Background: an optimization exercise with open tools, aiming at a short achievable clock period. Do not read the settings as production practice. In this exercise RTL edits were held to simulation tests only and were not proved equivalent to the original. The clock port is modelled as an ideal driver; clocking choices that lean on that would not hold on a real chip. Power is estimated from default activity; no workload was simulated.

rev 12:
==> flow/design.v (excerpt) <==
module noise_top (
	input logic clk,
	input logic reset,
	input logic reg_wr_en,
	input video_pkg::reg_addr_t reg_addr,
	input video_pkg::dim_t reg_wdata,
	input video_pkg::reg_addr_t reg_rd_addr,
	output video_pkg::dim_t reg_rdata,
	input video_pkg::pixel_t s_axis_tdata,
	input logic s_axis_tvalid,
	input logic s_axis_tuser,
	output logic s_axis_tready,
	output noise_pkg::variance_t estimated_noise,
	output logic estimated_noise_ready
);
==> flow/config.mk <==
export PLATFORM = sky130hd
export DESIGN_NAME = noise_top
export DESIGN_NICKNAME = noise_top
export VERILOG_FILES = /design/flow/design.v
export SDC_FILE = /design/flow/constraint.sdc
export NUM_CORES = 4
export LEC_CHECK = 0
export CAP_MARGIN = 20
export CORE_MARGIN = 2
export CORE_UTILIZATION = 25
export SETUP_SLACK_MARGIN = 3.8
export SLEW_MARGIN = 20
export TNS_END_PERCENT = 100
==> flow/constraint.sdc <==
create_clock -name core_clock -period 7.0 [get_ports {clk}]
set_input_delay 1.4000 -clock core_clock [delete_from_list [all_inputs] [get_ports {clk}]]
set_output_delay 1.4000 -clock core_clock [all_outputs]
set_load 0.01 [all_outputs]
run.sh (not shown) runs the stock make flow with config.mk's settings and CLKGATE_MAP_FILE= SYNTH_SCRIPT=/design/flow/synth_recipe.tcl, a recipe that flattens the netlist after the stock synthesis.
Rev 12 ended with every stage complete and zero timing, DRC or antenna violations.
## Diff of input files: rev 13 against rev 12
Settings: CORE_UTILIZATION: 25 -> 40.
==> flow/flow/run.sh (new file) <==
#!/bin/bash
# Layout flow: the standard layout (standard.sh) with one change, the
# adder cell mapping of ORFS synthesis turned off (ADDER_MAP_FILE empty), so
# that the carry-save trees are built by abc from plain gates instead of the
# library's full adder cells. Everything else, synthesis script included, is
# the standard flow's.
set -euo pipefail
sed -e 's/CLKGATE_MAP_FILE= /CLKGATE_MAP_FILE= ADDER_MAP_FILE= /' standard.sh > flow_standard.sh
grep -q 'ADDER_MAP_FILE= ' flow_standard.sh
# make's output goes to make.log; the per-step tool logs stay under orfs/logs
bash flow_standard.sh finish > make.log 2>&1
test -f out/final.def
==> flow/standard.sh (new file) <==
#!/bin/bash
# synth_recipe.tcl (not shown) runs the flow's synth.tcl, then flattens the netlist and writes it again
# the make line also repeats each setting of config.mk as NAME=value (left out here)
make -C /OpenROAD-flow-scripts/flow DESIGN_CONFIG=/design/flow/config.mk WORK_HOME=/design/flow/orfs CLKGATE_MAP_FILE= SYNTH_SCRIPT=/design/flow/synth_recipe.tcl "${@:-finish}"
removed: flow/run.sh
Results
- Rev 13 and rev 12 ended up with nearly the same clock-pin slew on the worst setup and hold paths.
- Rev 13 against rev 12: fmax shows a reduction of 4.6%; core occupancy in the finished layout now sits higher.
- When rev 13 is set beside rev 12, its worst hold slack turns out to be 0.044 ns smaller.
- On number of buffers inserted by hold repair at cts, rev 13 tracks rev 12 almost exactly.
- Final area: rev 13 worse than rev 12


cedar:
Another version of the RTL of noise_top (not shown whole).
For scale: ~3400 cells after synthesis, ~520 flip-flops, about 89 I/O pins, ~31000 sq um of cells after synthesis.
clock: 7.0 ns
lec_check: 0
cap_margin: 20
core_margin: 2
core_utilization: 40
setup_slack_margin: 4.0
slew_margin: 20
tns_end_percent: 100
standard.sh (not shown) runs the stock make flow with config.mk's settings and CLKGATE_MAP_FILE= SYNTH_SCRIPT=/design/flow/synth_recipe.tcl, a recipe that flattens the netlist after the stock synthesis.
==> flow/flow/run.sh <==
#!/bin/bash
# Layout flow: the standard layout (standard.sh, unchanged synthesis and
# steps) with one ECO hooked in after clock tree synthesis through ORFS's
# POST_CTS_TCL: flow/post_cts.tcl gives each load of the reg_rd_addr port a
# buffer of its own straight off the port and sizes the reg_rdata output
# buffers, the only input-to-output path of the design.
set -euo pipefail
here=$(pwd)
sed -e "s|CLKGATE_MAP_FILE= |CLKGATE_MAP_FILE= POST_CTS_TCL=$here/flow/post_cts.tcl |" standard.sh > flow_standard.sh
grep -q 'POST_CTS_TCL=' flow_standard.sh
# make and every ORFS step: make.log here, each step's own log under orfs/logs
bash flow_standard.sh finish > make.log 2>&1
test -f out/final.def
Other scripts of this flow, unchanged in this note and not shown: flow/flow/post_cts.tcl
Inputs modified between cedar and fjord:
- CORE_UTILIZATION changed from 40 to 55
- SETUP_SLACK_MARGIN changed from 4.0 to 3.8
- The final layout from fjord, which completed every stage, passed the timing, design-rule and antenna checks at the end of the flow.
- Final cell utilization of the core came out higher on fjord than on cedar.
- Slack of the critical path, fjord and cedar: lower on fjord
- Comparing fjord and cedar, wire length on met1 is higher on fjord.
- Going from cedar to fjord, power per unit of standard cell area shrank slightly.
- The total number of vias in fjord was higher than what cedar gave.
- Of fjord and cedar, the run reporting the higher count of non-filler cells in the finished layout was cedar.
- On total power draw: fjord sits below cedar.
> inputs changed (fjord -> umber)
- CORE_UTILIZATION changed from 55 to 40
### Flow results
fjord ended up with reg_rdata[4] as its destination of the critical timing path; umber ended up with reg_rdata[9].
umber vs. fjord: final worst setup slack went up by 0.014 ns.
The total power consumption of the routed design number comes out lower for fjord vs umber.
Compared with fjord, umber shows via count that has gone down slightly.


noise_top with an RTL version that a note above also has.
For scale: about 3300 cells after synthesis, ~470 flip-flops, about 89 I/O pins, about 30000 µm² of cells after synthesis.
// noise_top
module noise_top (
	input logic clk,
	input logic reset,
	input logic reg_wr_en,
	input video_pkg::reg_addr_t reg_addr,
	input video_pkg::dim_t reg_wdata,
	input video_pkg::reg_addr_t reg_rd_addr,
	output video_pkg::dim_t reg_rdata,
	input video_pkg::pixel_t s_axis_tdata,
	input logic s_axis_tvalid,
	input logic s_axis_tuser,
	output logic s_axis_tready,
	output noise_pkg::variance_t estimated_noise,
	output logic estimated_noise_ready
);
==> flow/config.mk <==
export PLATFORM = sky130hd
export DESIGN_NAME = noise_top
export DESIGN_NICKNAME = noise_top
export VERILOG_FILES = /design/flow/design.v
export SDC_FILE = /design/flow/constraint.sdc
export NUM_CORES = 4
export LEC_CHECK = 0
export CAP_MARGIN = 20
export CORE_MARGIN = 2
export CORE_UTILIZATION = 60
export SETUP_SLACK_MARGIN = 3.8
export SLEW_MARGIN = 20
export TNS_END_PERCENT = 100
==> flow/constraint.sdc <==
create_clock -name core_clock -period 7.0 [get_ports {clk}]
set_input_delay 1.4000 -clock core_clock [delete_from_list [all_inputs] [get_ports {clk}]]
set_output_delay 1.4000 -clock core_clock [all_outputs]
set_load 0.01 [all_outputs]
run.sh (not shown) runs the stock make flow with config.mk's settings and CLKGATE_MAP_FILE= SYNTH_SCRIPT=/design/flow/synth_recipe.tcl, a recipe that flattens the netlist after the stock synthesis.
Stock flow here: none of the scripts above is used.
==> next run, changes <==
Settings changed: CORE_UTILIZATION 60 to 40.
- The new run completed without violations
- sequential power stays flat
- die area grows by about 50%
- clock skew went up by 43 ps
- sequential cell count does not change
- setup slack loses 9.9 ps
- design area goes up by about 2%
- global-route usage drops by 9.2 points
- non-clock buffer count goes up by 3
- wire length fell by 1.9%

## port drivers added, routing unchanged
The flow's constraints put no driver on any port. The routed layouts listed below were extracted and timed again, unchanged, in two steps. Step 1, drivers: a clkbuf_16 drives clk and a buf_2 each remaining input, both assumed. Step 2 times the ports against the registers' clock, not the clock port: input delays grow and output delays shrink by t, the midpoint of the rising clock arrivals with the driver on. Three values: ideal ports, drivers, drivers and shift; two values: the first two.
| run | t (ns) | setup slack, ns | hold slack, ns | cell pins on the clock port's net |
|---|---|---|---|---|
| rev 12 | 0.676 | 3.634 / 3.445 / 3.206 | 0.380 / 0.380 / 0.380 | 1 |
| rev 13 | 0.663 | 3.473 / 3.241 / 3.230 | 0.337 / 0.337 / 0.337 | 1 |
| cedar | 0.686 | 3.837 / 3.311 / 3.311 | 0.334 / 0.334 / 0.334 | 1 |
| fjord | 0.670 | 3.811 / 3.364 / 3.287 | 0.326 / 0.326 / 0.326 | 1 |
| umber | 0.689 | 3.825 / 3.378 / 3.262 | 0.342 / 0.342 / 0.342 | 1 |
| the first run of note 3 | 0.640 | 3.640 / 3.446 / 3.273 | 0.324 / 0.324 / 0.324 | 1 |
| the second run of note 3 | 0.669 | 3.630 / 3.410 / 3.277 | 0.327 / 0.327 / 0.327 | 1 |
After both steps every run listed still meets setup and hold. The setup slack of umber, which loses most, moves by -0.447 ns with the drivers and by -0.563 ns with both steps.
